Source: an optimization exercise on an open RTL-to-GDS flow (aim: small area, a short achievable clock period and few clock cycles per item). Production flows keep margins and buffers that such runs may drop.
At most, simulation tests tie the RTL to the original design; equivalence was not proved.
Function not checked in runs 1 to 4: the RTL went through the layout flow alone.
Power figures rest on the tool's default switching activity, not on a simulated workload.

===== flow/design.v =====
package ors_pkg;
    localparam int unsigned DATA_W      = 64;
    localparam int unsigned CNT_W       = 5;
    localparam int unsigned DEPTH       = 16;
    localparam int unsigned SLOT_W      = 4;
    localparam logic [CNT_W-1:0] BATCH_CAP     = 5'd16;
    localparam logic [CNT_W-1:0] MAX_BATCH_RST = 5'd4;
    localparam logic OP_PUSH  = 1'b0;
    localparam logic OP_DRAIN = 1'b1;
endpackage
module ors_ram #(
    parameter int WIDTH = 64,
    parameter int DEPTH = 16
) (
    input  logic               i_clk,
    input  logic [DEPTH-1:0]   i_we,
    input  logic [WIDTH-1:0]   i_wdata,
    input  logic [DEPTH-1:0]   i_rsel,
    output logic [WIDTH-1:0]   o_rdata
);
    logic [WIDTH-1:0] r_mem [DEPTH];
    always_ff @(posedge i_clk) begin
        for (int i = 0; i < DEPTH; i++) begin
            if (i_we[i]) begin
                r_mem[i] <= i_wdata;
            end
        end
    end
    always_comb begin
        o_rdata = '0;
        for (int i = 0; i < DEPTH; i++) begin
            o_rdata = o_rdata | (r_mem[i] & {WIDTH{i_rsel[i]}});
        end
    end
endmodule
module ors_ctrl #(
    parameter int NQ = 8   
) (
    input  logic                          i_clk,
    input  logic                          i_rst_n,
    input  logic                          i_in_valid,
    input  logic                          i_opcode,
    input  logic                          i_reserve_slot,
    input  logic                          i_cfg_valid,
    input  logic [ors_pkg::CNT_W-1:0]     i_cfg_data,
    input  logic                          i_out_ready,
    output logic                          o_in_ready,
    output logic                          o_out_valid,
    output logic [ors_pkg::DEPTH-1:0]     o_we,
    output logic [ors_pkg::DEPTH-1:0]     o_rsel,
    output logic                          o_ld_rec,
    output logic                          o_ld_hdr,
    output logic [ors_pkg::CNT_W-1:0]     o_hdr_popped,
    output logic                          o_hdr_rsv
);
    localparam int D  = ors_pkg::DEPTH;
    localparam int SW = ors_pkg::SLOT_W;
    localparam int CW = ors_pkg::CNT_W;
    localparam int NF = NQ - 1;   
    localparam int QW = $clog2(NF + 1);
    function automatic logic [D-1:0] onehot(input logic [SW-1:0] s);
        onehot    = '0;
        onehot[s] = 1'b1;
    endfunction
    function automatic logic [D-1:0] lowest(input logic [D-1:0] m);
        logic [D-1:0] below;
        below[0] = 1'b0;
        for (int i = 1; i < D; i++) below[i] = below[i-1] | m[i-1];
        lowest = m & ~below;
    endfunction
    function automatic logic [SW-1:0] encode(input logic [D-1:0] oh);
        encode = '0;
        for (int i = 0; i < D; i++) begin
            if (oh[i]) encode = encode | SW'(i);
        end
    endfunction
    logic [CW-1:0] r_cap;     
    logic [CW-1:0] r_cap1;    
    logic [SW-1:0] r_head;    
    logic [SW-1:0] r_headm1;  
    logic [SW-1:0] r_tail;    
    logic [SW-1:0] r_tail2;   
    logic [CW-1:0] r_fill;
    logic [SW-1:0] r_t0;      
    logic [SW-1:0] r_t1;      
    logic [SW-1:0] r_ptr  [D];
    logic [SW-1:0] r_link [D];
    logic [D-1:0]  r_busy;
    logic [SW-1:0] r_wsel;
    logic [D-1:0]  r_wsel_oh;
    logic          r_in_ready;
    logic          r_out_valid;
    logic [SW-1:0] r_q_start [NF];
    logic [CW-1:0] r_q_k     [NF];
    logic          r_q_rsv   [NF];
    logic [QW-1:0] r_q_cnt;
    logic          r_e_act;
    logic [D-1:0]  r_e_oh;
    logic [CW-1:0] r_e_rem;
    logic [CW-1:0] r_e_k;
    logic          r_e_rsv;
    logic          w_acc, w_push, w_drain;
    logic          w_full, w_full_m1;
    logic [SW-1:0] w_top;
    assign w_acc     = i_in_valid && r_in_ready;
    assign w_push    = w_acc && (i_opcode == ors_pkg::OP_PUSH);
    assign w_drain   = w_acc && (i_opcode == ors_pkg::OP_DRAIN);
    assign w_full    = (r_fill == CW'(D));
    assign w_full_m1 = (r_fill == CW'(D - 1));
    assign w_top     = r_ptr[r_headm1];
    logic [CW-1:0] w_c   [2];
    logic          w_ge  [2];
    logic [CW-1:0] w_kk  [2];
    logic [CW-1:0] w_fn  [2];
    logic [SW-1:0] w_hn  [2];
    logic [SW-1:0] w_hm  [2];
    always_comb begin
        w_c[0] = r_cap;
        w_c[1] = r_cap1;
        for (int j = 0; j < 2; j++) begin
            w_ge[j] = (r_fill >= w_c[j]);
            w_kk[j] = w_ge[j] ? w_c[j] : r_fill;
            w_fn[j] = w_ge[j] ? r_fill - w_c[j] : '0;
            w_hn[j] = w_ge[j] ? r_head - SW'(w_c[j]) : r_tail;
            w_hm[j] = w_ge[j] ? r_headm1 - SW'(w_c[j]) : r_tail - 1'b1;
        end
    end
    logic [CW-1:0] w_k;
    assign w_k = w_kk[i_reserve_slot];
    assign o_we = w_push ? r_wsel_oh : '0;
    logic w_out_free;
    logic w_e_take;      
    logic [SW-1:0] w_e_next;
    assign w_out_free = !r_out_valid || i_out_ready;
    assign o_ld_rec   = r_e_act && w_out_free && (r_e_rem != '0);
    assign o_ld_hdr   = r_e_act && w_out_free && (r_e_rem == '0);
    assign w_e_take   = (!r_e_act || o_ld_hdr) && (r_q_cnt != '0);
    assign o_rsel     = r_e_oh;
    assign o_hdr_popped = r_e_k;
    assign o_hdr_rsv    = r_e_rsv;
    assign o_out_valid  = r_out_valid;
    assign o_in_ready   = r_in_ready;
    always_comb begin
        w_e_next = '0;
        for (int i = 0; i < D; i++) begin
            w_e_next = w_e_next | (r_link[i] & {SW{r_e_oh[i]}});
        end
    end
    logic [D-1:0]  n_busy;
    logic          n_full;
    logic [D-1:0]  w_free_in, w_free_ex;
    logic [D-1:0]  n_wsel_oh;
    logic          w_slot_ok, w_q_ok;
    logic [QW-1:0] w_q_wpos;
    assign w_free_in = ~r_busy;
    assign w_free_ex = ~r_busy & ~r_wsel_oh;
    assign n_full = (w_full && !(w_drain && (w_c[i_reserve_slot] != '0)))
                 || (w_full_m1 && w_push);
    always_comb begin
        if (n_full) begin
            n_wsel_oh = (w_full && w_push) ? onehot(r_t1) : onehot(r_t0);
        end else begin
            n_wsel_oh = w_push ? lowest(w_free_ex) : lowest(w_free_in);
        end
    end
    assign w_slot_ok = n_full || (w_push ? (w_free_ex != '0) : (w_free_in != '0));
    assign w_q_ok    = (r_q_cnt < QW'(NF - 1))
                    || ((r_q_cnt == QW'(NF - 1)) && (!w_drain || w_e_take))
                    || w_e_take;
    assign w_q_wpos  = w_e_take ? r_q_cnt - 1'b1 : r_q_cnt;
    assign n_busy = (r_busy & ~(o_ld_rec ? r_e_oh : '0)) | (w_push ? r_wsel_oh : '0);
    always_ff @(posedge i_clk) begin
        if (!i_rst_n) begin
            r_cap       <= ors_pkg::MAX_BATCH_RST;
            r_cap1      <= ors_pkg::MAX_BATCH_RST - 1'b1;
            r_head      <= '0;
            r_headm1    <= '1;
            r_tail      <= '0;
            r_tail2     <= SW'(2);
            r_fill      <= '0;
            r_busy      <= '0;
            r_wsel      <= '0;
            r_wsel_oh   <= D'(1);
            r_in_ready  <= 1'b1;
            r_out_valid <= 1'b0;
            r_q_cnt     <= '0;
            r_e_act     <= 1'b0;
        end else begin
            if (i_cfg_valid) begin
                r_cap  <= (i_cfg_data > ors_pkg::BATCH_CAP) ? ors_pkg::BATCH_CAP : i_cfg_data;
                r_cap1 <= (i_cfg_data > ors_pkg::BATCH_CAP) ? ors_pkg::BATCH_CAP - 1'b1
                        : (i_cfg_data != '0) ? i_cfg_data - 1'b1 : '0;
            end
            if (w_push) begin
                r_head   <= r_head + 1'b1;
                r_headm1 <= r_head;
                if (w_full) begin
                    r_tail  <= r_tail + 1'b1;
                    r_tail2 <= r_tail2 + 1'b1;
                end else begin
                    r_fill <= r_fill + 1'b1;
                end
            end else if (w_drain) begin
                r_head   <= w_hn[i_reserve_slot];
                r_headm1 <= w_hm[i_reserve_slot];
                r_fill   <= w_fn[i_reserve_slot];
            end
            r_busy     <= n_busy;
            r_wsel     <= encode(n_wsel_oh);
            r_wsel_oh  <= n_wsel_oh;
            r_in_ready <= w_slot_ok && w_q_ok;
            if (o_ld_rec || o_ld_hdr) begin
                r_out_valid <= 1'b1;
            end else if (i_out_ready) begin
                r_out_valid <= 1'b0;
            end
            r_q_cnt <= r_q_cnt + QW'(w_drain) - QW'(w_e_take);
            if (w_e_take)      r_e_act <= 1'b1;
            else if (o_ld_hdr) r_e_act <= 1'b0;
        end
    end
    always_ff @(posedge i_clk) begin
        if (w_push) begin
            r_ptr[r_head] <= r_wsel;
            if (w_full) begin
                r_t0 <= r_t1;
                r_t1 <= r_ptr[r_tail2];
            end else if (r_fill == CW'(0)) begin
                r_t0 <= r_wsel;
            end else if (r_fill == CW'(1)) begin
                r_t1 <= r_wsel;
            end
        end
        for (int i = 0; i < D; i++) begin
            if (w_push && r_wsel_oh[i]) r_link[i] <= w_top;
        end
        for (int i = 0; i < NF; i++) begin
            if (w_drain && (w_q_wpos == QW'(i))) begin
                r_q_start[i] <= w_top;
                r_q_k[i]     <= w_k;
                r_q_rsv[i]   <= i_reserve_slot;
            end else if (w_e_take) begin
                if (i < NF - 1) begin
                    r_q_start[i] <= r_q_start[(i < NF - 1) ? i + 1 : i];
                    r_q_k[i]     <= r_q_k[(i < NF - 1) ? i + 1 : i];
                    r_q_rsv[i]   <= r_q_rsv[(i < NF - 1) ? i + 1 : i];
                end
            end
        end
        if (w_e_take) begin
            r_e_oh  <= (r_q_k[0] != '0) ? onehot(r_q_start[0]) : '0;
            r_e_rem <= r_q_k[0];
            r_e_k   <= r_q_k[0];
            r_e_rsv <= r_q_rsv[0];
        end else if (o_ld_rec) begin
            r_e_oh  <= (r_e_rem == CW'(1)) ? '0 : onehot(w_e_next);
            r_e_rem <= r_e_rem - 1'b1;
        end
    end
endmodule
module ors_dp (
    input  logic                        i_clk,
    input  logic                        i_ld_rec,
    input  logic                        i_ld_hdr,
    input  logic [ors_pkg::DATA_W-1:0]  i_rdata,
    input  logic [ors_pkg::CNT_W-1:0]   i_hdr_popped,
    input  logic                        i_hdr_rsv,
    output logic                        o_is_header,
    output logic [ors_pkg::DATA_W-1:0]  o_record_data,
    output logic [ors_pkg::CNT_W-1:0]   o_header_count,
    output logic [ors_pkg::CNT_W-1:0]   o_popped,
    output logic                        o_last
);
    always_ff @(posedge i_clk) begin
        if (i_ld_rec || i_ld_hdr) begin
            o_record_data <= i_rdata;
        end
        if (i_ld_rec) begin
            o_is_header    <= 1'b0;
            o_header_count <= '0;
            o_popped       <= '0;
            o_last         <= 1'b0;
        end else if (i_ld_hdr) begin
            o_is_header    <= 1'b1;
            o_header_count <= i_hdr_popped + ors_pkg::CNT_W'(i_hdr_rsv);
            o_popped       <= i_hdr_popped;
            o_last         <= 1'b1;
        end
    end
endmodule
module overwriting_record_stack_drain_unit #(
    parameter int DEPTH        = 16,
    parameter int RECORD_BYTES = 8
) (
    input  logic        i_clk,
    input  logic        i_rst_n,
    input  logic        in_valid,
    output logic        in_ready,
    input  logic        in_opcode,
    input  logic [63:0] in_entry_data,
    input  logic        in_reserve_slot,
    output logic        out_valid,
    input  logic        out_ready,
    output logic        out_is_header,
    output logic [63:0] out_record_data,
    output logic [4:0]  out_header_count,
    output logic [4:0]  out_popped,
    output logic        out_last,
    input  logic        cfg_valid,
    output logic        cfg_ready,
    input  logic [4:0]  cfg_data
);
    logic [ors_pkg::DEPTH-1:0]  w_we;
    logic [ors_pkg::DEPTH-1:0]  w_rsel;
    logic [63:0]                w_rdata;
    logic                       w_ld_rec;
    logic                       w_ld_hdr;
    logic [4:0]                 w_hdr_popped;
    logic                       w_hdr_rsv;
    assign cfg_ready = 1'b1;
    ors_ctrl u_ctrl (
        .i_clk          (i_clk),
        .i_rst_n        (i_rst_n),
        .i_in_valid     (in_valid),
        .i_opcode       (in_opcode),
        .i_reserve_slot (in_reserve_slot),
        .i_cfg_valid    (cfg_valid),
        .i_cfg_data     (cfg_data),
        .i_out_ready    (out_ready),
        .o_in_ready     (in_ready),
        .o_out_valid    (out_valid),
        .o_we           (w_we),
        .o_rsel         (w_rsel),
        .o_ld_rec       (w_ld_rec),
        .o_ld_hdr       (w_ld_hdr),
        .o_hdr_popped   (w_hdr_popped),
        .o_hdr_rsv      (w_hdr_rsv)
    );
    ors_ram #(
        .WIDTH (8 * RECORD_BYTES),
        .DEPTH (ors_pkg::DEPTH)
    ) u_ram (
        .i_clk   (i_clk),
        .i_we    (w_we),
        .i_wdata (in_entry_data),
        .i_rsel  (w_rsel),
        .o_rdata (w_rdata)
    );
    ors_dp u_dp (
        .i_clk          (i_clk),
        .i_ld_rec       (w_ld_rec),
        .i_ld_hdr       (w_ld_hdr),
        .i_rdata        (w_rdata),
        .i_hdr_popped   (w_hdr_popped),
        .i_hdr_rsv      (w_hdr_rsv),
        .o_is_header    (out_is_header),
        .o_record_data  (out_record_data),
        .o_header_count (out_header_count),
        .o_popped       (out_popped),
        .o_last         (out_last)
    );
endmodule

===== flow/config.mk =====
export PLATFORM = sky130hd
export DESIGN_NAME = overwriting_record_stack_drain_unit
export DESIGN_NICKNAME = overwriting_record_stack_drain_unit
export VERILOG_FILES = /design/flow/design.v
export SDC_FILE = /design/flow/constraint.sdc
export NUM_CORES = 4
export LEC_CHECK = 0
export CAP_MARGIN = 20
export CORE_MARGIN = 2
export CORE_UTILIZATION = 40
export SETUP_SLACK_MARGIN = 1.8
export SLEW_MARGIN = 20

===== flow/run.sh =====
#!/bin/bash
# synth_recipe.tcl (not shown) runs the flow's synth.tcl, then flattens the netlist and writes it again
# the make line also repeats each setting of config.mk as NAME=value (left out here)
make -C /OpenROAD-flow-scripts/flow DESIGN_CONFIG=/design/flow/config.mk WORK_HOME=/design/flow/orfs CLKGATE_MAP_FILE= SYNTH_SCRIPT=/design/flow/synth_recipe.tcl finish

===== flow/constraint.sdc =====
create_clock -name core_clock -period 4.0 [get_ports {i_clk}]
set_input_delay 0.8000 -clock core_clock [delete_from_list [all_inputs] [get_ports {i_clk}]]
set_output_delay 0.8000 -clock core_clock [all_outputs]
set_load 0.01 [all_outputs]

==> summary.txt, run 1 <==
Run status
  • Outcome: no timing/DRC/antenna violations

Timing
  • Final Critical Period: about 2.8 ns
  • Setup TNS: 0 ns
  • Max-slew headroom: 33.05%
  • Final Hold Viols: 0
  • Slew Limit Fails: 0
  • Fin crit share: ~71%
  • Minimum hold slack: 0.4226 ns
  • Highest clock rate: between 300 and 400 MHz
  • RSZ-0062 raised after global routing: yes
  • Final setup skew: ~0.062 ns
  • Tightest Pin Transition: ~1.0 ns
  • Final setup vio count: 0

Pwr
  • Overall Power: 0.04392 W
  • VDD IR-drop max: 489.1 µV
  • P_leak: 22.82 nW
  • Power per cell area: 637.6 nW/µm²

Routing
  • Drt first pass iters: 6
  • Wire per inst: roughly 30 µm
  • Vias: between 30,000 and 40,000
  • DRT Wirelength: 167,700 µm
  • # DRC: 0
  • DRT iter0 DRCs: 4,309
  • Via density: 6.052
  • Final ANT Viol Nets: 0

Die
  • Core ar.: 135,300 µm²
  • Initial core utilization: approximately two fifths
  • Die area: approximately 140,000 µm²
  • Ports: between 150 and 200
  • Die height: between 300 and 400 µm
  • Num rows: roughly 140
  • Die width: 372.9 µm

Setup path
  • Reg2Reg Capture Point: u_ctrl.r_q_rsv[5]$_DFFE_PP_
  • Arr. time, crit path: between 3 and 4 ns
  • Reg2reg start: u_ctrl.r_e_rem[1]$_DFFE_PP_
  • Worst Reg-to-Reg Cells: 12
  • Critical Path Source: u_ctrl.r_e_rem[1]$_DFFE_PP_
  • CP max FO: 8
  • Crit Path Class: reg2reg
  • CP startpoint kind: register
  • Critical path required time: 4.52 ns
  • Crit end category: register
  • Reg2reg setup slack: 1.17 ns

Global route
  • M2 GR Usage: 36.92%
  • First-pass GRT wire length: 235,500 µm
  • Gr usage total: about 23%
  • Initial antenna violation count: 13
  • Largest net degree at the start of global routing: 70
  • Vias in the first global route: 32,790
  • Top Usage Layer GRT: met2
  • Global route total overflow: 0
  • Grt met1 use: 32.45%
  • Met3 Track Usage GR: around 4.8%

Clock tree
  • H-tree levels: 4
  • TritonCTS clock tree: yes
  • Worst-path clk slew: 0.06 ns
  • Clock root buffer: clkbuf_16
  • Hold buffer count at CTS: 0
  • Num CTS Buffers: between 150 and 200
  • Worst skew pair latency: 0.81 ns
  • Maximum clock path buffer count: 3
  • Clock tree sinks: 1,445

Min path
  • Hold Path Stages: 0
  • WHS Endpoint: u_ctrl.r_e_rsv$_DFFE_PP_
  • Hold_sp: u_ctrl.r_q_rsv[0]$_DFFE_PP_
  • HP Class: reg2reg

Synth
  • EDFF count, synth: 1,321
  • Mapped Cells: roughly 3,200
  • Mean Syn Cell Area: 17.28 µm²
  • Post-synth cell types: 70
  • FFs w/ async S/R, synth: 0%
  • FF+latch count, synth: 1,445
  • Top FF cell, synth: edfxtp_1
  • Synthesis Warnings: 14
  • Synthesized Nets: 3,282
  • Post-Syn Area: 54,430 µm²
  • Sequential share of the synthesized area: 77.45%

Placed design
  • I/O Buffers: 153
  • Cell total after placement: about 5,000
  • Post-DP Area: ~60,000 µm²
  • Post-DP HPWL: 80,350 µm
  • Placer Congestion: approximately 0.84

Final layout
  • Layout cells sized above 1: between 20% and 30%
  • Final cell count without fillers: approximately 5,600
  • Most frequent cells in the layout: 1,321 x edfxtp_1, 268 x a22o_1, 255 x a221oi_1
  • Most common cell after layout, fill and taps aside: edfxtp_1
  • Final #Nets: 3,795
  • Final Cell Area: 68,890 µm²
  • Syn-to-layout area delta: 26.57%
  • Fillcell total: 10,820

Run
  • Max-Cap Viols: 0
## stage by stage
stage	setup WS, ns	utilization, %
6_report	1.168	50.91
5_1_grt	1.107	50.91
4_1_cts	1.248	49.93
3_5_place_dp	0.4135	43.59
3_3_place_gp	0.4213	43.59
2_1_floorplan	1.192	-
## sequential cells by signal, indices dropped and copies added (netlist names), 7 cells and up, named ones only
register / flops
u_ctrl.r_ptr: 64
u_ram.r_mem: 1024
u_dp.o_record_data: 64
u_ctrl.r_q_start: 28
u_ctrl.r_q_rsv: 7
u_ctrl.r_e_oh: 16
u_ctrl.r_q_k: 35
u_ctrl.r_link: 64
u_ctrl.r_wsel_oh: 16
u_ctrl.r_busy: 16
## synth_stat cells (9+ instances only)
cell type / number / area, µm²
a22oi_1: 38 / 285.3
a221oi_1: 262 / 2295
xnor2_1: 22 / 192.7
inv_1: 62 / 232.7
buf_1: 27 / 101.4
o22ai_1: 23 / 143.9
nor2b_1: 13 / 81.33
a21o_1: 16 / 120.1
mux4_2: 40 / 900.9
nor2_1: 170 / 638.1
edfxtp_1: 1321 / 39670
buf_2: 10 / 50.05
xor2_1: 16 / 140.1
nor3_1: 26 / 130.1
or3_1: 9 / 56.30
mux2i_1: 23 / 230.2
dfxtp_1: 124 / 2482
nand4_1: 80 / 500.5
mux2_2: 40 / 450.4
clkbuf_1: 116 / 435.4
nand2_1: 100 / 375.4
ha_1: 49 / 613.1
and2_1: 30 / 187.7
a22o_1: 268 / 2347
nand3_1: 25 / 125.1
a21oi_1: 86 / 430.4
o21ai_0: 35 / 175.2
a31oi_1: 12 / 75.07
## repair_timing
item                                    4_1_cts  5_1_grt
endpoints found under the setup margin     1435      621
gates resized for setup                     691      192
cloned                                       37        5
buffers inserted                            176       54
pin swaps                                   111       95
## worst max-delay path: stages (launching register included)
cell and delay, ns:
edfxtp_1 0.40, inv_2 0.10, ha_4 0.13, or4b_4 0.50
o21ai_4 0.21, o21ai_4 0.13, clkinv_4 0.10, ha_4 0.22
inv_6 0.08, nand2_8 0.09, a21oi_4 0.16, buf_12 0.15
mux2_4 0.29
## routing by layer
layer,up-vias,share of wire (%),wire (µm)
met5,-,0.031,52
met4,12,2.4,4101
met3,289,9.9,16550
met2,1840,47,79130
met1,17530,40,67910
li1,14090,-,-
## power breakdown
| group | total, W | internal [W] | switching [W] |
|---|---|---|---|
| registers | 0.0182 | 0.0176 | 0.000587 |
| logic | 0.0119 | 0.00492 | 0.00696 |
| clock network | 0.0138 | 0.00771 | 0.00614 |
| total | 0.0439 | 0.0302 | 0.0137 |
## kinds of logic (layout without fill, tap and decap cells)
| kind of cell | after synthesis | in the layout | share of synthesized area [%] |
|---|---|---|---|
| XOR/XNOR | 38 | 38 | 0.6115 |
| multiplexers | 105 | 113 | 2.947 |
| AO/OA/AOI/OAI | 796 | 799 | 11.68 |
| adder cells (fa/ha/maj) | 56 | 56 | 1.384 |
| buffers and inverters | 227 | 849 | 1.685 |
| flip-flops | 1445 | 1445 | 77.45 |
| other | 1 | 6 | 0.006890 |
| AND/OR/NAND/NOR | 482 | 492 | 4.241 |
## worst max path at each step
stage,end,slack (ns),depth (start not counted)
6_report,u_ctrl.r_q_rsv[5]$_DFFE_PP_,1.17,12
5_1_grt,u_ctrl.r_q_start[5][1]$_DFFE_PP_,1.11,12
4_1_cts,u_ctrl.r_q_start[5][1]$_DFFE_PP_,1.25,12
3_5_place_dp,u_ctrl.r_q_k[4][4]$_DFFE_PP_,0.41,9
3_3_place_gp,u_ctrl.r_wsel[3]$_SDFF_PN0_,0.42,9
2_1_floorplan,u_ctrl.r_q_start[5][1]$_DFFE_PP_,1.19,12
## final cells by class
type	instances	area, µm²	area share (%)
clock inverters	100	940.9	1.366
clock buffers	185	4001	5.809
inverters	64	277.8	0.4032
repair buffers	500	5658	8.213
multi-input cells	1499	13550	19.68
well taps	1781	2228	3.235
diodes	5	12.51	0.01816
flip-flops and latches	1445	42210	61.28
==> run 2: changes to the inputs <==
--- a/flow/design.v
+++ b/flow/design.v
@@ -98,4 +98,6 @@
     logic [D-1:0]  r_e_oh;
     logic [CW-1:0] r_e_rem;
+    logic          r_e_hdr;   
+    logic          r_e_one;   
     logic [CW-1:0] r_e_k;
     logic          r_e_rsv;
@@ -133,6 +135,6 @@
     logic [SW-1:0] w_e_next;
     assign w_out_free = !r_out_valid || i_out_ready;
-    assign o_ld_rec   = r_e_act && w_out_free && (r_e_rem != '0);
-    assign o_ld_hdr   = r_e_act && w_out_free && (r_e_rem == '0);
+    assign o_ld_rec   = r_e_act && w_out_free && !r_e_hdr;
+    assign o_ld_hdr   = r_e_act && w_out_free && r_e_hdr;
     assign w_e_take   = (!r_e_act || o_ld_hdr) && (r_q_cnt != '0);
     assign o_rsel     = r_e_oh;
@@ -152,5 +154,10 @@
     logic [D-1:0]  n_wsel_oh;
     logic          w_slot_ok, w_q_ok;
-    logic [QW-1:0] w_q_wpos;
+    logic [NF-1:0] w_q_we;
+    always_comb begin
+        for (int i = 0; i < NF; i++) begin
+            w_q_we[i] = w_drain && (w_e_take ? (r_q_cnt == QW'(i + 1)) : (r_q_cnt == QW'(i)));
+        end
+    end
     assign w_free_in = ~r_busy;
     assign w_free_ex = ~r_busy & ~r_wsel_oh;
@@ -168,5 +175,4 @@
                     || ((r_q_cnt == QW'(NF - 1)) && (!w_drain || w_e_take))
                     || w_e_take;
-    assign w_q_wpos  = w_e_take ? r_q_cnt - 1'b1 : r_q_cnt;
     assign n_busy = (r_busy & ~(o_ld_rec ? r_e_oh : '0)) | (w_push ? r_wsel_oh : '0);
     always_ff @(posedge i_clk) begin
@@ -215,5 +221,6 @@
                 r_out_valid <= 1'b0;
             end
-            r_q_cnt <= r_q_cnt + QW'(w_drain) - QW'(w_e_take);
+            if (w_drain && !w_e_take)      r_q_cnt <= r_q_cnt + 1'b1;
+            else if (!w_drain && w_e_take) r_q_cnt <= r_q_cnt - 1'b1;
             if (w_e_take)      r_e_act <= 1'b1;
             else if (o_ld_hdr) r_e_act <= 1'b0;
@@ -236,5 +243,5 @@
         end
         for (int i = 0; i < NF; i++) begin
-            if (w_drain && (w_q_wpos == QW'(i))) begin
+            if (w_q_we[i]) begin
                 r_q_start[i] <= w_top;
                 r_q_k[i]     <= w_k;
@@ -251,9 +258,13 @@
             r_e_oh  <= (r_q_k[0] != '0) ? onehot(r_q_start[0]) : '0;
             r_e_rem <= r_q_k[0];
+            r_e_hdr <= (r_q_k[0] == CW'(0));
+            r_e_one <= (r_q_k[0] == CW'(1));
             r_e_k   <= r_q_k[0];
             r_e_rsv <= r_q_rsv[0];
         end else if (o_ld_rec) begin
-            r_e_oh  <= (r_e_rem == CW'(1)) ? '0 : onehot(w_e_next);
+            r_e_oh  <= r_e_one ? '0 : onehot(w_e_next);
             r_e_rem <= r_e_rem - 1'b1;
+            r_e_hdr <= r_e_one;
+            r_e_one <= (r_e_rem == CW'(2));
         end
     end
==> run 2 against run 1 <==
  * Still clean
  * Critical path depth shrank 3
  * Clock power shrank 4%
  * Synthesized cell count rose by 1.3%
  * First-iteration DRC count fell by 8.5%
  * Core utilization down 1.0 points
  * Flip-flop and latch count grew 2
  * Power is 4.6% lower
  * Design area fell by 1.9%
==> summary.txt, run 2 <==
Run status
  • Outcome: no timing/DRC/antenna violations

Clock tree
  • Hold buffer count at CTS: 0 (unchanged)
  • H-tree levels: 4 (unchanged)
  • Worst-path clk slew: 0.06 ns (about the same)
  • Clock tree sinks: 1,447 (+0.14%)
  • Maximum clock path buffer count: 3 (unchanged)
  • Clock root buffer: clkbuf_16
  • Worst skew pair latency: 0.79 ns (-0.02 ns)
  • Num CTS Buffers: 149 (-2.6%)
  • TritonCTS clock tree: yes

Final layout
  • Syn-to-layout area delta: 23.94%
  • Most common cell after layout, fill and taps aside: edfxtp_1
  • Max reg flops: 1,024 (unchanged)
  • Most flops, register: u_ram.r_mem
  • Final Util: 49.90% (-1.0 points)
  • Fillcell total: 11,000 (+1.6%)
  • Final #Nets: 3,791 (-0.11%)
  • Most frequent cells in the layout: 1,323 x edfxtp_1, 266 x a22o_1, 257 x a221oi_1
  • Layout cells sized above 1: 25.07% (-2.8 points)

Global route
  • Global route total overflow: 0 (unchanged)
  • Gr usage total: 22.98% (-0.26 points)
  • Vias in the first global route: 32,840 (+0.15%)
  • First-pass GRT wire length: 233,400 µm (-0.91%)
  • Initial antenna violation count: 15 (+2)
  • Largest net degree at the start of global routing: 50 (-29%)

Die
  • Die width: 373.3 µm (+0.11%)
  • Die area: 139,300 µm² (+0.22%)
  • Initial core utilization: 40.27% (about the same)
  • Ports: 155 (unchanged)
  • Core ar.: 135,500 µm² (+0.12%)
  • Num rows: 135 (unchanged)
  • Die height: 373.3 µm (+0.11%)

Timing
  • Highest clock rate: 393.2 MHz (+11%)
  • Tightest Pin Transition: 1.033 ns (+0.02985 ns)
  • Slew Limit Fails: 0 (unchanged)
  • Fin crit share: 63.58% (-7.2 points)
  • RSZ-0062 raised after global routing: yes
  • Final Critical Period: 2.543 ns (-0.2889 ns)
  • Setup TNS: 0 ns (unchanged)
  • Final setup skew: 0.05490 ns (-0.007157 ns)
  • Final setup vio count: 0 (unchanged)
  • Max-slew headroom: 31.06% (-2.0 points)
  • Final Hold Viols: 0 (unchanged)

Synth
  • Synthesized Nets: 3,324 (+1.3%)
  • FF+latch count, synth: 1,447 (+0.14%)
  • Synthesis Warnings: 14 (unchanged)
  • Top FF cell, synth: edfxtp_1
  • Yosys top cell area share: 72.83% (about the same)
  • Mapped Cells: 3,191 (+1.3%)
  • Synth area leader: edfxtp_1
  • Sequential share of the synthesized area: 77.39% (about the same)
  • FFs w/ async S/R, synth: 0% (unchanged)
  • Post-Syn Area: 54,550 µm² (+0.22%)
  • Most frequent cells after synthesis: 1,323 x edfxtp_1, 269 x a221oi_1, 267 x a22o_1
  • EDFF count, synth: 1,323 (+0.15%)
  • Synth area leaders: edfxtp_1 73%, dfxtp_1 4.6%, a221oi_1 4.3%
  • Mean Syn Cell Area: 17.09 µm² (-1.1%)
  • Most frequent cell after synthesis: edfxtp_1
  • Post-synth cell types: 76 (+8.6%)

Setup path
  • CP max FO: 20 (+12)
  • Reg2Reg Capture Point: u_ctrl.r_e_oh[6]$_DFFE_PP_
  • Arr. time, crit path: 3.15 ns (-0.20 ns)
  • Crit Path Class: reg2reg
  • Critical path required time: 4.61 ns (+0.09 ns)
  • Reg2reg start: u_ctrl.r_e_oh[2]$_DFFE_PP_
  • Worst Reg-to-Reg Cells: 9 (-3)
  • CP startpoint kind: register
  • Reg2reg setup slack: 1.46 ns (+0.29 ns)
  • Crit end category: register

Min path
  • Hold_sp: u_ctrl.r_q_rsv[0]$_DFFE_PP_
  • HP Class: reg2reg
  • Hold Path Stages: 0 (unchanged)
  • WHS Endpoint: u_ctrl.r_e_rsv$_DFFE_PP_

Routing
  • DRT Wirelength: 165,500 µm (-1.3%)
  • Drt first pass iters: 6 (unchanged)
  • Wire per inst: 29.79 µm (-0.92%)
  • Via density: 6.062 (+0.17%)
  • Vias: 33,680 (-0.26%)
  • # DRC: 0 (unchanged)
  • Final ANT Viol Nets: 0 (unchanged)
  • DRT iter0 DRCs: 3,942 (-8.5%)

Run
  • Max-Cap Viols: 0 (unchanged)

Pwr
  • P_leak: 22.23 nW (-2.6%)
  • Power per cell area: 619.9 nW/µm² (-2.8%)
  • VDD IR-drop max: 548.5 µV (+12%)

Placed design
  • Post-DP HPWL: 80,820 µm (+0.58%)
  • Placer Congestion: 0.8706 (+4.1%)
  • I/O Buffers: 153 (unchanged)
run 2: cell count changes after synthesis, sizes merged, moves of 6 or more:
cell and delta:
a221oi +7, a21oi +28, and2 -8, o22ai +6, xor2 +9, nand4 -6, a22oi -21, xnor2 -8
mux2 -7, nand2 +42, mux2i -13, nor2b -8
run 2: per-layer routing:
metal	GRT usage (%)	vias to the layer above	routed length, µm
met1	31.45	17460	67010
met3	4.745	337	14720
met4	6.722	16	4566
met5	0	-	91
li1	-	14090	-
met2	37.16	1776	79090
run 2: area by class of cell:
cell class                 instances  area, µm²  share of cell area (%)
clock inverter                    69      571.8                  0.8458
sequential                      1447      42280                   62.54
inverter                          65      277.8                  0.4109
clock buffer                     197       4006                   5.926
antenna                            1      2.502                0.003702
timing repair buffer             468       4941                   7.309
tap                             1781       2228                   3.296
multi-input combinational       1527      13300                   19.67
run 2: how the worst max path moves through the flow:
stage	depth (start not counted)	from	slack, ns	endpoint
6_report	9	u_ctrl.r_e_oh[2]$_DFFE_PP_	1.46	u_ctrl.r_e_oh[6]$_DFFE_PP_
5_1_grt	9	u_ctrl.r_e_oh[2]$_DFFE_PP_	1.43	u_ctrl.r_e_oh[6]$_DFFE_PP_
4_1_cts	10	u_ctrl.r_cap1[0]$_SDFFE_PN1P_	1.55	u_ctrl.r_wsel[1]$_SDFF_PN0_
3_5_place_dp	8	in_valid	0.23	u_ctrl.r_wsel[0]$_SDFF_PN0_
3_3_place_gp	8	in_valid	0.24	u_ctrl.r_wsel[0]$_SDFF_PN0_
2_1_floorplan	3	in_opcode	1.37	u_ctrl.r_link[4][0]$_DFFE_PP_
run 2: power by group:
group          switching (W)  leakage (nW)  internal [W]
Sequential          0.000554          12.8        0.0177
Clock                0.00581          2.22       0.00735
Combinational        0.00656          7.18       0.00395
Total                 0.0129          22.2        0.0290
run 2: cell families after synthesis:
| family | share of synthesized area, % |
|---|---|
| XOR/XNOR | 0.6262 |
| other | 0.006875 |
| buffers and inverters | 1.704 |
| multiplexers | 2.640 |
| adder cells (fa/ha/maj) | 1.390 |
| AO/OA/AOI/OAI | 11.87 |
| AND/OR/NAND/NOR | 4.374 |
| flip-flops | 77.39 |
run 2: through the flow:
step	worst slack, ns	area [µm²]	hold WS [ns]	power, W	instances
floorplan	1.370	54700	0.4003	0.02338	3191
global placement	0.2394	58890	0.4057	0.02715	5067
global route	1.430	67600	0.4292	0.04323	5555
CTS	1.549	66360	0.4187	0.04120	5499
finish	1.457	67600	0.4170	0.04191	5555
detailed placement	0.2264	58890	0.4057	0.02720	5067
run 2: worst max-delay path: stages (launching register included):
cell      delay, ns
edfxtp_1       0.39
buf_6          0.23
a22o_1         0.27
a221oi_2       0.29
and4_4         0.32
nand3_4        0.10
xor2_4         0.20
buf_6          0.16
buf_6          0.12
o32ai_4        0.28
run 2: what timing repair did:
action	in CTS	in global routing
hold endpoints to repair	0	0
setup endpoints to repair	1295	390
gates resized for setup	623	177
pin swaps	118	75
buffers inserted	138	52
cloned	28	3
==> run 3: changes to the inputs <==
--- a/flow/config.mk
+++ b/flow/config.mk
@@ -6,7 +6,10 @@
 export NUM_CORES = 4
 export LEC_CHECK = 0
+export ABC_CLOCK_PERIOD_IN_PS = 2200
 export CAP_MARGIN = 20
 export CORE_MARGIN = 2
 export CORE_UTILIZATION = 40
+export CTS_BUF_LIST = sky130_fd_sc_hd__clkbuf_8
+export CTS_CLUSTER_SIZE = 30
 export SETUP_SLACK_MARGIN = 1.8
 export SLEW_MARGIN = 20
==> run 3 against run 2 <==
  * Still clean on timing, DRC and antenna
  * Synthesized area unchanged
  * Count of clock-buffer cells in the layout up 29
  * Via count rose by 0.21%
  * Maximum frequency increased by 3.0%
  * Flip-flop and latch count is the same
  * Die area stayed put
  * Non-clock buffer count fell by 6
  * Critical path type unchanged
==> summary.txt, run 3 <==
Synth
  • Synth area leaders: edfxtp_1 73%, dfxtp_1 4.6%, a221oi_1 4.3%
  • Most frequent cell after synthesis: edfxtp_1
  • Synthesized Nets: 3,324 (unchanged)
  • Top FF cell, synth: edfxtp_1
  • Post-synth cell types: 76 (unchanged)
  • EDFF count, synth: 1,323 (unchanged)
  • Synthesis Warnings: 14 (unchanged)
  • Sequential share of the synthesized area: 77.39% (unchanged)
  • Yosys top cell area share: 72.83% (unchanged)
  • Post-Syn Area: 54,550 µm² (unchanged)
  • Synth area leader: edfxtp_1
  • Mapped Cells: 3,191 (unchanged)
  • Mean Syn Cell Area: 17.09 µm² (unchanged)
  • FFs w/ async S/R, synth: 0% (unchanged)
  • Most frequent cells after synthesis: 1,323 x edfxtp_1, 269 x a221oi_1, 267 x a22o_1
  • FF+latch count, synth: 1,447 (unchanged)

Global route
  • Vias in the first global route: 33,310 (+1.4%)
  • Initial antenna violation count: 19 (+4)
  • Largest net degree at the start of global routing: 70 (+40%)
  • First-pass GRT wire length: 233,900 µm (+0.22%)
  • Global route total overflow: 0 (unchanged)
  • Gr usage total: 22.96% (about the same)

Placed design
  • I/O Buffers: 153 (unchanged)
  • Cell total after placement: 5,067 (unchanged)
  • Pre-CTS setup slack: 0.2264 ns (unchanged)
  • Placer Congestion: 0.8706 (unchanged)
  • Post-DP HPWL: 80,820 µm (unchanged)

Setup path
  • Slowest-stage cell, CP: edfxtp_1
  • CP top delay family: simple AND/OR/NAND/NOR gates
  • Critical Path Stages: 8 (-1)
  • CP max FO: 31 (+55%)
  • Critical path required time: 4.69 ns (+0.08 ns)
  • Crit Path Class: reg2reg
  • Arr. time, crit path: 3.16 ns (about the same)
  • CP startpoint kind: register
  • CP Buf/Inv Count: 2 (-1)
  • Crit end category: register
  • Critical Path, Cell by Cell: buf_4 -> buf_6 -> a22oi_1 -> nand3_1 -> nor2_4 -> xor2_4 -> or2_4 -> o22ai_2
  • Worst path max stage delay: 0.47 ns (+0.08 ns)
  • Reg2reg setup slack: 1.53 ns (+0.07 ns)
  • Worst Reg-to-Reg Cells: 8 (-1)

Final layout
  • Syn-to-layout area delta: 22.97%
  • Most common cell after layout, fill and taps aside: edfxtp_1
  • Most flops, register: u_ram.r_mem
  • Most frequent cells in the layout: 1,323 x edfxtp_1, 267 x a22o_1, 260 x a221oi_1
  • Max reg flops: 1,024 (unchanged)
  • Final Util: 49.51% (-0.39 points)
  • Final #Nets: 3,857 (+1.7%)
  • Final cell count without fillers: 5,703 (+2.7%)
  • Layout cells sized above 1: 26.34% (+1.3 points)

Clock tree
  • Clock tree sinks: 1,447 (unchanged)
  • H-tree levels: 4 (unchanged)
  • TritonCTS clock tree: yes
  • Maximum clock path buffer count: 3 (unchanged)
  • Worst-path clk slew: 0.06 ns (about the same)
  • Worst skew pair latency: 0.95 ns (+0.16 ns)
  • Num CTS Buffers: 221 (+48%)
  • Clock root buffer: clkbuf_8

Timing
  • Setup TNS: 0 ns (unchanged)
  • Final setup margin: 1.530 ns (+0.07358 ns)
  • Tightest Pin Transition: 1.049 ns (+0.01614 ns)
  • Slew Limit Fails: 0 (unchanged)
  • Final Hold Viols: 0 (unchanged)
  • Fin crit share: 61.74% (-1.8 points)
  • Final setup skew: 0.06635 ns (+0.01145 ns)
  • Max-slew headroom: 29.98% (-1.1 points)
  • RSZ-0062 raised after global routing: yes
  • Final Critical Period: 2.470 ns (-0.07358 ns)
  • Highest clock rate: 404.9 MHz (+3.0%)
  • Final setup vio count: 0 (unchanged)

Die
  • Initial core utilization: 40.27% (unchanged)
  • Die width: 373.3 µm (unchanged)
  • Ports: 155 (unchanged)
  • Core ar.: 135,500 µm² (unchanged)
  • Die height: 373.3 µm (unchanged)
  • Num rows: 135 (unchanged)
  • Die area: 139,300 µm² (unchanged)

Routing
  • DRT iter0 DRCs: 3,817 (-3.2%)
  • Wire per inst: 28.92 µm (-2.9%)
  • Via density: 5.917 (-2.4%)
  • Vias: 33,750 (+0.21%)
  • Final ANT Viol Nets: 0 (unchanged)
  • Drt first pass iters: 5 (-1)
  • DRT Wirelength: 164,900 µm (-0.34%)
  • # DRC: 0 (unchanged)

Pwr
  • VDD IR-drop max: 436.7 µV (-20%)
  • Power per cell area: 596.5 nW/µm² (-3.8%)
  • P_leak: 22.37 nW (+0.62%)
  • Overall Power: 0.04001 W (-4.5%)

Min path
  • Hold Path Stages: 0 (unchanged)
  • HP Class: reg2reg

Run status
  • Outcome: no timing/DRC/antenna violations

Run
  • Max-Cap Viols: 0 (unchanged)
==> run 3: where the power goes <==
| part | total, W | internal (W) | switching [W] |
|---|---|---|---|
| Clock | 0.0114 | 0.00557 | 0.00587 |
| Combinational | 0.0103 | 0.00387 | 0.00645 |
| Sequential | 0.0182 | 0.0177 | 0.000549 |
==> run 3: final cells by class <==
class                           instances  area (µm²)
Timing Repair Buffer                  462        4816
Clock buffer                          226        3110
Tap cell                             1781        2228
Inverter                               65       274.0
Multi-Input combinational cell       1527       13330
Clock inverter                        187        1002
Fill cell                           11190       68390
Sequential cell                      1447       42290
Antenna cell                            8       20.02
==> run 3: logic make-up after synthesis <==
logic type | after synthesis | synth area share (%)
and+or+nand+nor | 505 | 4.374
DFF | 1447 | 77.39
muxes | 85 | 2.640
xor gates and xnor gates | 39 | 0.6262
other | 1 | 0.006875
buffers and inverters | 234 | 1.704
AOI/OAI and AO/OA | 823 | 11.87
adders and majority gates | 57 | 1.390
==> run 3: stage by stage <==
step           cell area, µm²  hold slack [ns]
3_3_place_gp            58890           0.4057
5_1_grt                 67070           0.4452
4_1_cts                 65820           0.4193
2_1_floorplan           54700           0.4003
3_5_place_dp            58890           0.4057
6_report                67070           0.4176
==> run 3: timing repair <==
| action | 4_1_cts | 5_1_grt |
|---|---|---|
| endpoints found under the hold margin | 0 | 0 |
| cloned | 25 | 3 |
| endpoints found under the setup margin | 1272 | 401 |
| pin swaps | 119 | 75 |
| hold buffers | 0 | 0 |
| resized for setup | 696 | 168 |
| buffers inserted | 134 | 53 |
==> run 3: path summary, 6_finish.rpt <==
path	startpoint	to
min reg2reg	u_ctrl.r_q_rsv[0]$_DFFE_PP_	u_ctrl.r_e_rsv$_DFFE_PP_
max	u_ctrl.r_e_oh[3]$_DFFE_PP_	u_ctrl.r_e_oh[3]$_DFFE_PP_
min	u_ctrl.r_q_rsv[0]$_DFFE_PP_	u_ctrl.r_e_rsv$_DFFE_PP_
max reg2reg	u_ctrl.r_e_oh[3]$_DFFE_PP_	u_ctrl.r_e_oh[3]$_DFFE_PP_
==> run 3: layer usage <==
metal	global-route usage, %	vias to the layer above	routed length (µm)
met4	6.883	16	4186
met3	4.824	310	15030
met1	31.60	17430	67220
li1	-	14260	-
met2	36.78	1730	78400
met5	0	-	87
==> run 4: changes to the inputs <==
--- a/flow/config.mk
+++ b/flow/config.mk
@@ -9,7 +9,5 @@
 export CAP_MARGIN = 20
 export CORE_MARGIN = 2
-export CORE_UTILIZATION = 40
-export CTS_BUF_LIST = sky130_fd_sc_hd__clkbuf_8
-export CTS_CLUSTER_SIZE = 30
+export CORE_UTILIZATION = 60
 export SETUP_SLACK_MARGIN = 1.8
 export SLEW_MARGIN = 20
==> run 4 against run 3 <==
  * Still clean on timing, DRC and antenna
  * Design area decreased by 0.55%
  * Critical path depth increased by 1
  * Clock skew decreased by 0.035 ns
  * Synthesized area unchanged
  * Die area decreased by 33%
  * Critical endpoint is now u_ctrl.r_wsel[2]$_SDFF_PN0_
==> summary.txt, run 4 <==
Final layout
  • Most frequent cells in the layout: 1,323 x edfxtp_1, 266 x a22o_1, 255 x a221oi_1
  • Max reg flops: 1,024 (unchanged)
  • Layout cells sized above 1: 24.13% (-2.2 points)
  • Most flops, register: u_ram.r_mem
  • Seq. cell area: 42,260 µm² (about the same)
  • Fillcell total: 5,384 (-52%)
  • Most common cell after layout, fill and taps aside: edfxtp_1
  • Multi-input gate area: 13,250 µm² (-0.61%)
  • Syn-to-layout area delta: 22.29%
  • Final #Nets: 3,773 (-2.2%)

Placed design
  • Placer Congestion: 0.9253 (+6.3%)
  • Post-DP HPWL: 78,730 µm (-2.6%)
  • I/O Buffers: 153 (unchanged)

Synth
  • Most frequent cell after synthesis: edfxtp_1
  • Yosys top cell area share: 72.83% (unchanged)
  • Mean Syn Cell Area: 17.09 µm² (unchanged)
  • EDFF count, synth: 1,323 (unchanged)
  • Post-synth cell types: 76 (unchanged)
  • Sequential share of the synthesized area: 77.39% (unchanged)
  • Synthesis Warnings: 14 (unchanged)
  • Synthesized Nets: 3,324 (unchanged)
  • FF+latch count, synth: 1,447 (unchanged)
  • Mapped Cells: 3,191 (unchanged)
  • FFs w/ async S/R, synth: 0% (unchanged)
  • Synth area leaders: edfxtp_1 73%, dfxtp_1 4.6%, a221oi_1 4.3%
  • Most frequent cells after synthesis: 1,323 x edfxtp_1, 269 x a221oi_1, 267 x a22o_1
  • Post-Syn Area: 54,550 µm² (unchanged)
  • Synth area leader: edfxtp_1
  • Top FF cell, synth: edfxtp_1

Min path
  • HP Class: reg2reg
  • Hold Path Stages: 0 (unchanged)
  • WHS Endpoint: u_ctrl.r_e_rsv$_DFFE_PP_
  • Hold_sp: u_ctrl.r_q_rsv[0]$_DFFE_PP_

Setup path
  • Reg2reg setup slack: 1.50 ns (-0.03 ns)
  • Crit Path Class: reg2reg
  • Arr. time, crit path: 3.12 ns (-0.04 ns)
  • Critical path required time: 4.62 ns (-0.07 ns)
  • Reg2Reg Capture Point: u_ctrl.r_wsel[2]$_SDFF_PN0_
  • Crit end category: register
  • CP top delay family: simple AND/OR/NAND/NOR gates
  • Slowest-stage cell, CP: or4_4
  • Reg2reg start: u_ctrl.r_cap[4]$_SDFFE_PN0P_
  • Critical Path, Cell by Cell: or4_4 -> nor3_4 -> o31ai_4 -> buf_12 -> buf_16 -> o211ai_1 -> o21ai_1 -> nand2b_4 -> o41a_1
  • CP Buf/Inv Count: 2 (unchanged)
  • CP max FO: 6 (-81%)
  • CP startpoint kind: register
  • Worst Reg-to-Reg Cells: 9 (+1)
  • Worst path max stage delay: 0.55 ns (+0.08 ns)

Clock tree
  • TritonCTS clock tree: yes
  • Clock root buffer: clkbuf_16
  • Hold buffer count at CTS: 0 (unchanged)
  • Clock tree sinks: 1,447 (unchanged)
  • H-tree levels: 4 (unchanged)
  • Worst-path clk slew: 0.06 ns (about the same)
  • Maximum clock path buffer count: 3 (unchanged)
  • Worst skew pair latency: 0.76 ns (-0.19 ns)
  • Num CTS Buffers: 142 (-36%)

Global route
  • Initial antenna violation count: 6 (-13)
  • Gr usage total: 33.35% (+10 points)
  • Largest net degree at the start of global routing: 70 (unchanged)
  • First-pass GRT wire length: 224,500 µm (-4.0%)
  • Vias in the first global route: 33,170 (-0.43%)
  • Global route total overflow: 0 (unchanged)

Run status
  • Outcome: no timing/DRC/antenna violations

Routing
  • # DRC: 0 (unchanged)
  • Drt first pass iters: 6 (+1)
  • Vias: 33,810 (+0.18%)
  • DRT iter0 DRCs: 4,478 (+17%)
  • Wire per inst: 32.02 µm (+11%)
  • DRT Wirelength: 158,000 µm (-4.2%)
  • Via density: 6.853 (+16%)
  • Final ANT Viol Nets: 0 (unchanged)

Pwr
  • VDD IR-drop max: 606.4 µV (+39%)
  • P_leak: 22.17 nW (-0.89%)
  • Power per cell area: 622.4 nW/µm² (+4.3%)

Timing
  • Slew Limit Fails: 0 (unchanged)
  • Fin crit share: 62.51% (+0.77 points)
  • Final setup vio count: 0 (unchanged)
  • Setup TNS: 0 ns (unchanged)
  • Final Critical Period: 2.501 ns (+0.03088 ns)
  • RSZ-0062 raised after global routing: yes
  • Final setup skew: 0.03104 ns (-0.03531 ns)
  • Max-slew headroom: 39.24% (+9.3 points)
  • Highest clock rate: 399.9 MHz (-1.2%)
  • Minimum hold slack: 0.4319 ns (+0.01425 ns)
  • Tightest Pin Transition: 0.9102 ns (-0.1387 ns)
  • Final Hold Viols: 0 (unchanged)

Die
  • Die area: 93,340 µm² (-33%)
  • Num rows: 110 (-19%)
  • Die height: 305.5 µm (-18%)
  • Ports: 155 (unchanged)
  • Initial core utilization: 60.60% (+20 points)
  • Core ar.: 90,010 µm² (-34%)
  • Die width: 305.5 µm (-18%)

Run
  • Max-Cap Viols: 0 (unchanged)
==> run 4: cell counts after synthesis <==
No cell type changed its count.
==> run 4: cells by family (layout without fill, tap and decap cells) <==
family	Yosys count	after routing	synth area share (%)
AOI/OAI and AO/OA	823	823	11.87
DFF	1447	1447	77.39
other	1	3	0.006875
muxes	85	93	2.640
and+or+nand+nor	505	507	4.374
buffers and inverters	234	788	1.704
xor gates and xnor gates	39	39	0.6262
adders and majority gates	57	57	1.390
==> run 4: through the flow <==
step | instance area, µm² | utilization [%] | cells | power [W] | setup WS (ns)
after CTS | 65830 | 73.13 | 4893 | 0.04100 | 1.526
final | 66700 | 74.10 | 4933 | 0.04152 | 1.499
after global placement | 58190 | 64.65 | 4460 | 0.02684 | 0.5068
after global routing | 66700 | 74.10 | 4932 | 0.04282 | 1.450
after floorplan | 54700 | - | 3191 | 0.02338 | 1.370
after detailed placement | 58190 | 64.65 | 4460 | 0.02700 | 0.3894
==> run 4: worst max-delay path by stage <==
| stage | end | from | cells past startpoint | slack [ns] |
|---|---|---|---|---|
| final | u_ctrl.r_wsel[2]$_SDFF_PN0_ | u_ctrl.r_cap[4]$_SDFFE_PN0P_ | 9 | 1.50 |
| after global routing | u_ctrl.r_wsel[2]$_SDFF_PN0_ | u_ctrl.r_cap[4]$_SDFFE_PN0P_ | 9 | 1.45 |
| after CTS | u_ctrl.r_wsel[2]$_SDFF_PN0_ | u_ctrl.r_cap[4]$_SDFFE_PN0P_ | 9 | 1.53 |
| after detailed placement | u_ctrl.r_wsel[2]$_SDFF_PN0_ | in_opcode | 8 | 0.39 |
| after global placement | u_ctrl.r_wsel[2]$_SDFF_PN0_ | in_reserve_slot | 8 | 0.51 |
| after floorplan | u_ctrl.r_link[4][0]$_DFFE_PP_ | in_opcode | 3 | 1.37 |
==> run 4: routing by layer <==
layer / share of wire [%] / vias up / global-route usage [%] / routed length [µm]
met5: 0.044 / - / 0 / 69
met4: 3.7 / 10 / 12.62 / 5866
met3: 9.9 / 334 / 6.378 / 15560
met2: 48 / 2028 / 53.33 / 75550
met1: 39 / 17380 / 46.10 / 60920
li1: - / 14050 / - / -
==> run 4: worst register-to-register path: cells and delay by family, from the launching register on <==
kind	cells	cell delay (ns)
simple gates	3	0.95
compound gates	4	0.81
flops	1	0.33
buf+inv	2	0.30
==> run 4: final cells by class <==
cell class                      count  area share [%]
Inverter                           65          0.4145
Clock buffer                      181           5.671
Tap cell                         1176           2.206
Sequential cell                  1447           63.36
Clock inverter                     78          0.9398
Antenna cell                        2        0.007503
Multi-Input combinational cell   1520           19.87
Timing Repair Buffer              464           7.533
==> run 4: timing repair <==
action	4_1_cts	5_1_grt
gates cloned	21	4
resized for setup	583	147
pin swaps	93	61
endpoints found under the setup margin	1339	573
buffers inserted	153	34
==> run 4: report_power, final <==
part	internal, W	switching [W]	total (W)
Clock	0.00717	0.00554	0.0127
Sequential	0.0177	0.000539	0.0182
Combinational	0.00401	0.00657	0.0106
==> run 5: changes to the inputs <==
--- a/flow/design.v
+++ b/flow/design.v
@@ -164,11 +164,31 @@
     assign n_full = (w_full && !(w_drain && (w_c[i_reserve_slot] != '0)))
                  || (w_full_m1 && w_push);
+    logic [D-1:0]  w_ws_push_oh, w_ws_idle_oh;
+    logic [SW-1:0] w_ws_push, w_ws_idle;
+    logic [D-1:0]  w_low_ex, w_low_in;
+    logic [SW-1:0] n_wsel;
+    assign w_low_ex = lowest(w_free_ex);
+    assign w_low_in = lowest(w_free_in);
     always_comb begin
-        if (n_full) begin
-            n_wsel_oh = (w_full && w_push) ? onehot(r_t1) : onehot(r_t0);
+        if (w_full) begin
+            w_ws_push_oh = onehot(r_t1);
+            w_ws_push    = r_t1;
+        end else if (w_full_m1) begin
+            w_ws_push_oh = onehot(r_t0);
+            w_ws_push    = r_t0;
         end else begin
-            n_wsel_oh = w_push ? lowest(w_free_ex) : lowest(w_free_in);
+            w_ws_push_oh = w_low_ex;
+            w_ws_push    = encode(w_low_ex);
+        end
+        if (w_full) begin
+            w_ws_idle_oh = onehot(r_t0);
+            w_ws_idle    = r_t0;
+        end else begin
+            w_ws_idle_oh = w_low_in;
+            w_ws_idle    = encode(w_low_in);
         end
     end
+    assign n_wsel_oh = w_push ? w_ws_push_oh : w_ws_idle_oh;
+    assign n_wsel    = w_push ? w_ws_push : w_ws_idle;
     assign w_slot_ok = n_full || (w_push ? (w_free_ex != '0) : (w_free_in != '0));
     assign w_q_ok    = (r_q_cnt < QW'(NF - 1))
@@ -213,5 +233,5 @@
             end
             r_busy     <= n_busy;
-            r_wsel     <= encode(n_wsel_oh);
+            r_wsel     <= n_wsel;
             r_wsel_oh  <= n_wsel_oh;
             r_in_ready <= w_slot_ok && w_q_ok;
--- a/flow/config.mk
+++ b/flow/config.mk
@@ -9,5 +9,7 @@
 export CAP_MARGIN = 20
 export CORE_MARGIN = 2
-export CORE_UTILIZATION = 60
+export CORE_UTILIZATION = 40
+export CTS_CLUSTER_DIAMETER = 70
+export CTS_CLUSTER_SIZE = 30
 export SETUP_SLACK_MARGIN = 1.8
 export SLEW_MARGIN = 20
==> run 5 against run 4 <==
  * Maximum frequency down 7.7%
  * Clock power down 15%
  * Critical path depth unchanged
  * Via count up 0.54%
  * Sequential power about the same
  * Count of clock-buffer cells in the layout down 87
  * Register-to-register slack worse by 0.21 ns
  * Final cell count up 12%
  * Core utilization down 25 points
  * Combinational power up 8%
  * Sequential share of layout area down 0.36 points
  * Critical path type unchanged
  * Still clean on timing, DRC and antenna
  * Non-clock buffer count up 4
==> summary.txt, run 5 <==
Run status
  • Outcome: no timing/DRC/antenna violations

Synth
  • EDFF count, synth: 1,323 (unchanged)
  • Most frequent cells after synthesis: 1,323 x edfxtp_1, 275 x a221oi_1, 273 x a22o_1
  • Yosys top cell area share: 71.99% (-0.85 points)
  • Sequential share of the synthesized area: 76.48% (-0.90 points)
  • Top FF cell, synth: edfxtp_1
  • FFs w/ async S/R, synth: 0% (unchanged)
  • Synth area leaders: edfxtp_1 72%, dfxtp_1 4.5%, a221oi_1 4.4%
  • Synth area leader: edfxtp_1
  • Mean Syn Cell Area: 16.90 µm² (-1.1%)
  • Synthesis Warnings: 14 (unchanged)
  • Mapped Cells: 3,266 (+2.4%)
  • Post-Syn Area: 55,190 µm² (+1.2%)
  • FF+latch count, synth: 1,447 (unchanged)
  • Post-synth cell types: 84 (+11%)
  • Synthesized Nets: 3,399 (+2.3%)
  • Most frequent cell after synthesis: edfxtp_1

Pwr
  • Power per cell area: 604.3 nW/µm² (-2.9%)
  • P_leak: 22.00 nW (-0.79%)
  • VDD IR-drop max: 403.8 µV (-33%)

Placed design
  • I/O Buffers: 153 (unchanged)
  • Pre-CTS setup slack: 0.6530 ns (+0.2636 ns)
  • Placer Congestion: 0.8656 (-6.5%)
  • Post-DP HPWL: 83,640 µm (+6.2%)
  • Post-DP Area: 59,940 µm² (+3.0%)

Timing
  • Final setup margin: 1.292 ns (-0.2072 ns)
  • Fin crit share: 67.69% (+5.2 points)
  • Final Hold Viols: 0 (unchanged)
  • Final setup skew: 0.06149 ns (+0.03044 ns)
  • RSZ-0062 raised after global routing: yes
  • Highest clock rate: 369.3 MHz (-7.7%)
  • Max-slew headroom: 28.28% (-11 points)
  • Setup TNS: 0 ns (unchanged)
  • Final Critical Period: 2.708 ns (+0.2072 ns)
  • Slew Limit Fails: 0 (unchanged)
  • Minimum hold slack: 0.4361 ns (+0.004195 ns)
  • Final setup vio count: 0 (unchanged)
  • Tightest Pin Transition: 1.074 ns (+0.1641 ns)

Setup path
  • CP max FO: 4 (-2)
  • CP startpoint kind: register
  • Arr. time, crit path: 3.23 ns (+0.11 ns)
  • Critical path required time: 4.52 ns (-0.10 ns)
  • Critical Path Source: u_ctrl.r_e_oh[0]$_DFFE_PP_
  • Crit Path Class: reg2reg
  • Worst Reg-to-Reg Cells: 9 (unchanged)
  • Crit end category: register
  • Reg2reg start: u_ctrl.r_e_oh[0]$_DFFE_PP_

Final layout
  • Final Cell Area: 67,160 µm² (+0.69%)
  • Fillcell total: 11,280 (+110%)
  • Most common cell after layout, fill and taps aside: edfxtp_1
  • Layout cells sized above 1: 24.83% (+0.70 points)
  • Syn-to-layout area delta: 21.70%
  • Most flops, register: u_ram.r_mem
  • Most frequent cells in the layout: 1,323 x edfxtp_1, 273 x a22o_1, 246 x a221oi_1
  • Final #Nets: 3,797 (+0.64%)
  • Max reg flops: 1,024 (unchanged)
  • Final Util: 48.97% (-25 points)

Clock tree
  • Num CTS Buffers: 91 (-36%)
  • Clock root buffer: clkbuf_16
  • Worst-path clk slew: 0.09 ns (+0.03 ns)
  • Hold buffer count at CTS: 0 (unchanged)
  • Maximum clock path buffer count: 3 (unchanged)
  • Worst skew pair latency: 0.74 ns (-0.02 ns)
  • Clock tree sinks: 1,447 (unchanged)
  • H-tree levels: 3 (-1)
  • TritonCTS clock tree: yes

Routing
  • Wire per inst: 30.05 µm (-6.2%)
  • Drt first pass iters: 6 (unchanged)
  • Final ANT Viol Nets: 0 (unchanged)
  • Routed wl met3: 14,580 µm (-6.3%)
  • DRT Wirelength: 166,400 µm (+5.3%)
  • Via density: 6.138 (-10%)
  • DRT iter0 DRCs: 4,035 (-9.9%)
  • Top layer in use: met5
  • # DRC: 0 (unchanged)
  • Vias: 33,990 (+0.54%)
  • Met1 WL: 67,200 µm (+10%)
  • WL met2: 79,580 µm (+5.3%)

Global route
  • Global route total overflow: 0 (unchanged)
  • First-pass GRT wire length: 234,400 µm (+4.4%)
  • Largest net degree at the start of global routing: 46 (-34%)
  • Initial antenna violation count: 8 (+2)
  • Vias in the first global route: 32,550 (-1.9%)
  • Gr usage total: 22.80% (-11 points)

Die
  • Initial core utilization: 40.24% (-20 points)
  • Ports: 155 (unchanged)
  • Core ar.: 137,200 µm² (+52%)
  • Die area: 141,000 µm² (+51%)
  • Die height: 375.4 µm (+23%)
  • Num rows: 136 (+24%)
  • Die width: 375.4 µm (+23%)

Min path
  • Hold Path Stages: 0 (unchanged)
  • HP Class: reg2reg
  • Hold_sp: u_ctrl.r_q_rsv[0]$_DFFE_PP_

Run
  • Max-Cap Viols: 0 (unchanged)
-- run 5: changes by cell type after synthesis, sizes merged, moves of 8 or more --
| cell | change |
|---|---|
| a211oi | +8 |
| a21oi | -31 |
| buf | -10 |
| clkbuf | +23 |
| mux2 | +27 |
| nor2 | -28 |
| o21a | +8 |
| o21ai | +23 |
-- run 5: logic make-up after synthesis --
kind of cell,count (synthesis),share of synthesized area (%)
mux,109,2.934
flops,1447,76.48
compound gates,857,12.29
other cells,1,0.006795
xor+xnor,37,0.5872
simple gates,517,4.562
fa+ha+maj,57,1.374
buf+inv,241,1.764
-- run 5: final cells by class --
cell class                      count  area, µm²  area share [%]
Antenna cell                        1      2.502        0.003726
Timing Repair Buffer              468       5065           7.541
Inverter                           58      250.2          0.3726
Clock inverter                     77       1065           1.585
Sequential cell                  1447      42310           63.00
Tap cell                         1794       2245           3.342
Clock buffer                       94       2310           3.439
Multi-Input combinational cell   1598      13920           20.72
-- run 5: power breakdown --
| part | internal [W] | total, W | switching [W] | leakage (nW) |
|---|---|---|---|---|
| sequential | 0.0178 | 0.0184 | 0.000638 | 12.9 |
| combinational | 0.00455 | 0.0114 | 0.00689 | 7.45 |
| clock | 0.00491 | 0.0108 | 0.00584 | 1.62 |
| total | 0.0272 | 0.0406 | 0.0134 | 22.0 |
-- run 5: timing repair --
item                                    4_1_cts  5_1_grt
pin swaps                                    63       77
buffers inserted                            140       47
resized for setup                           453      222
gates cloned                                 30        7
endpoints found under the setup margin     1094      446
-- run 5: stage by stage --
stage	total power, W	instances
2_1_floorplan	0.02395	3266
3_5_place_dp	0.02773	5141
6_report	0.04059	5537
5_1_grt	0.04194	5536
3_3_place_gp	0.02767	5141
4_1_cts	0.04007	5482
-- run 5: worst paths after layout --
path	end	slack, ns
setup / recovery	u_ctrl.r_e_oh[13]$_DFFE_PP_	1.29
hold / removal	u_ctrl.r_e_rsv$_DFFE_PP_	0.44
setup reg to reg	u_ctrl.r_e_oh[13]$_DFFE_PP_	1.29
hold reg to reg	u_ctrl.r_e_rsv$_DFFE_PP_	0.44
-- run 5: metal layers --
metal,vias up,track usage [%]
li1,14320,-
met1,17660,31.47
met2,1713,37.11
met3,281,4.245
met4,12,6.176
met5,-,0
-- run 5: worst max-delay path, stage by stage, from the launching register on --
cell and delay [ns]:
edfxtp_1 0.53, buf_4 0.20, buf_6 0.12, buf_6 0.11, a22o_1 0.21, a221oi_2 0.21
and4_4 0.36, xnor2_4 0.10, or4b_4 0.50, o22ai_2 0.15
Testbench counts of run 5, summed over its fixed seeds: cycles 4,048, items 3,840.
==> run 6: changes to the inputs <==
--- a/flow/config.mk
+++ b/flow/config.mk
@@ -10,6 +10,6 @@
 export CORE_MARGIN = 2
 export CORE_UTILIZATION = 40
-export CTS_CLUSTER_DIAMETER = 70
-export CTS_CLUSTER_SIZE = 30
+export CTS_CLUSTER_DIAMETER = 100
+export CTS_CLUSTER_SIZE = 25
 export SETUP_SLACK_MARGIN = 1.8
 export SLEW_MARGIN = 20
==> run 6 against run 5 <==
  * Still clean
  * Hold slack lost 0.017 ns
  * Power shrank 6.3%
  * Synthesized area is the same
  * Sequential share of layout area grew 0.99 points
  * Maximum frequency grew 6.7%
  * Clock power shrank 24%
  * Critical path type unchanged
  * Highest routed layer unchanged
==> summary.txt, run 6 <==
Global route
  • Vias in the first global route: 32,140 (-1.2%)
  • Initial antenna violation count: 13 (+5)
  • Met3 Track Usage GR: 3.747% (-0.50 points)
  • Global route total overflow: 0 (unchanged)

Final layout
  • Syn-to-layout area delta: 19.83%
  • Most flops, register: u_ram.r_mem
  • Most frequent cells in the layout: 1,323 x edfxtp_1, 273 x a22o_1, 248 x a221oi_1
  • Layout cells sized above 1: 22.95% (-1.9 points)

Synth
  • Mapped Cells: 3,266 (unchanged)
  • Synth area leader: edfxtp_1
  • Post-Syn Area: 55,190 µm² (unchanged)
  • Most frequent cell after synthesis: edfxtp_1
  • FFs w/ async S/R, synth: 0% (unchanged)

Timing
  • Tightest Pin Transition: 1.034 ns (-0.04074 ns)
  • Final setup margin: 1.461 ns (+0.1691 ns)
  • Final Hold Viols: 0 (unchanged)
  • Fin crit share: 63.47% (-4.2 points)
  • Slew Limit Fails: 0 (unchanged)

Setup path
  • Critical path required time: 4.41 ns (-0.11 ns)
  • Worst Reg-to-Reg Cells: 11 (+2)
  • CP max FO: 5 (+1)
  • Reg2reg setup slack: 1.46 ns (+0.17 ns)

Pwr
  • Overall Power: 0.03802 W (-6.3%)
  • Power per cell area: 574.9 nW/µm² (-4.9%)

Routing
  • Vias: 33,820 (-0.49%)
  • Drt first pass iters: 5 (-1)
  • Final ANT Viol Nets: 0 (unchanged)
  • DRT iter0 DRCs: 4,084 (+1.2%)
  • DRT Wirelength: 165,400 µm (-0.57%)
  • # DRC: 0 (unchanged)

Die
  • Num rows: 136 (unchanged)
  • Initial core utilization: 40.24% (unchanged)
  • Die width: 375.4 µm (unchanged)

Run status
  • Outcome: no timing/DRC/antenna violations
[run 6: cell counts after synthesis]
Identical to the previous run, type by type.
[run 6: logic make-up after synthesis]
group	Yosys count	synth area share, %
adders and majority gates	57	1.374
and+or+nand+nor	517	4.562
AOI/OAI and AO/OA	857	12.29
other	1	0.006795
muxes	109	2.934
DFF	1447	76.48
xor gates and xnor gates	37	0.5872
buffers and inverters	241	1.764
[run 6: power by group]
group	switching (W)	internal, W	total (W)
clock	0.00482	0.00342	0.00824
sequential	0.000634	0.0178	0.0184
combinational	0.00684	0.00455	0.0114
[run 6: cell type report]
type / count / share of cell area, %
flip-flops and latches: 1447 / 63.99
clock inverters: 13 / 0.2951
multi-input cells: 1597 / 21.15
repair buffers: 470 / 7.929
well taps: 1794 / 3.394
diodes: 2 / 0.007568
clock buffers: 101 / 2.857
inverters: 58 / 0.3746
[run 6: stage by stage]
| step | hold WS [ns] | std cells | utilization, % | instance area [µm²] |
|---|---|---|---|---|
| 4_1_cts | 0.4249 | 5421 | 47.15 | 64670 |
| 2_1_floorplan | 0.4003 | 3266 | - | 55730 |
| 3_3_place_gp | 0.4216 | 5141 | 43.71 | 59940 |
| 5_1_grt | 0.4325 | 5480 | 48.21 | 66130 |
| 6_report | 0.4191 | 5482 | 48.22 | 66130 |
| 3_5_place_dp | 0.4196 | 5141 | 43.71 | 59940 |
[run 6: routing by layer]
metal | vias up | part of all wire (%)
met4 | 18 | 3.2
met2 | 1698 | 47
met1 | 17630 | 41
met3 | 279 | 8.6
met5 | - | 0.071
li1 | 14190 | -
[run 6: repair_timing]
action / in CTS / in global routing
setup endpoints to repair: 1193 / 469
hold buffers: 0 / 0
resized for setup: 392 / 248
setup buffers: 134 / 54
cloned: 32 / 5
pin swaps: 66 / 82
[run 6: worst max-delay path by stage]
stage	from	end	slack, ns	cells past startpoint
CTS	u_ctrl.r_e_oh[0]$_DFFE_PP_	u_ctrl.r_e_oh[13]$_DFFE_PP_	1.49	9
finish	u_ctrl.r_e_oh[0]$_DFFE_PP_	u_ctrl.r_e_oh[15]$_DFFE_PP_	1.46	11
floorplan	out_ready	u_dp.o_record_data[0]$_DFFE_PP_	1.63	3
detailed placement	in_valid	u_ctrl.r_q_start[1][3]$_DFFE_PP_	0.65	6
global route	u_ctrl.r_e_oh[0]$_DFFE_PP_	u_ctrl.r_e_oh[13]$_DFFE_PP_	1.41	9
global placement	in_valid	u_ctrl.r_q_start[1][3]$_DFFE_PP_	0.71	6
[run 6: critical path, stage by stage (launching register included)]
cell      delay (ns)
edfxtp_1        0.54
buf_12          0.19
a22o_1          0.20
a221oi_2        0.17
and4_4          0.29
ha_4            0.15
inv_4           0.05
xnor2_4         0.15
buf_4           0.15
buf_6           0.14
nand2b_4        0.13
o22ai_1         0.08

Check on run 6: ideal ports give 1.461 ns setup slack; a clkbuf_16 on the clock port and buf_2 on the inputs give 1.461 ns; moving port delays by the midpoint clock arrival (0.756 ns) as well gives 0.995 ns.
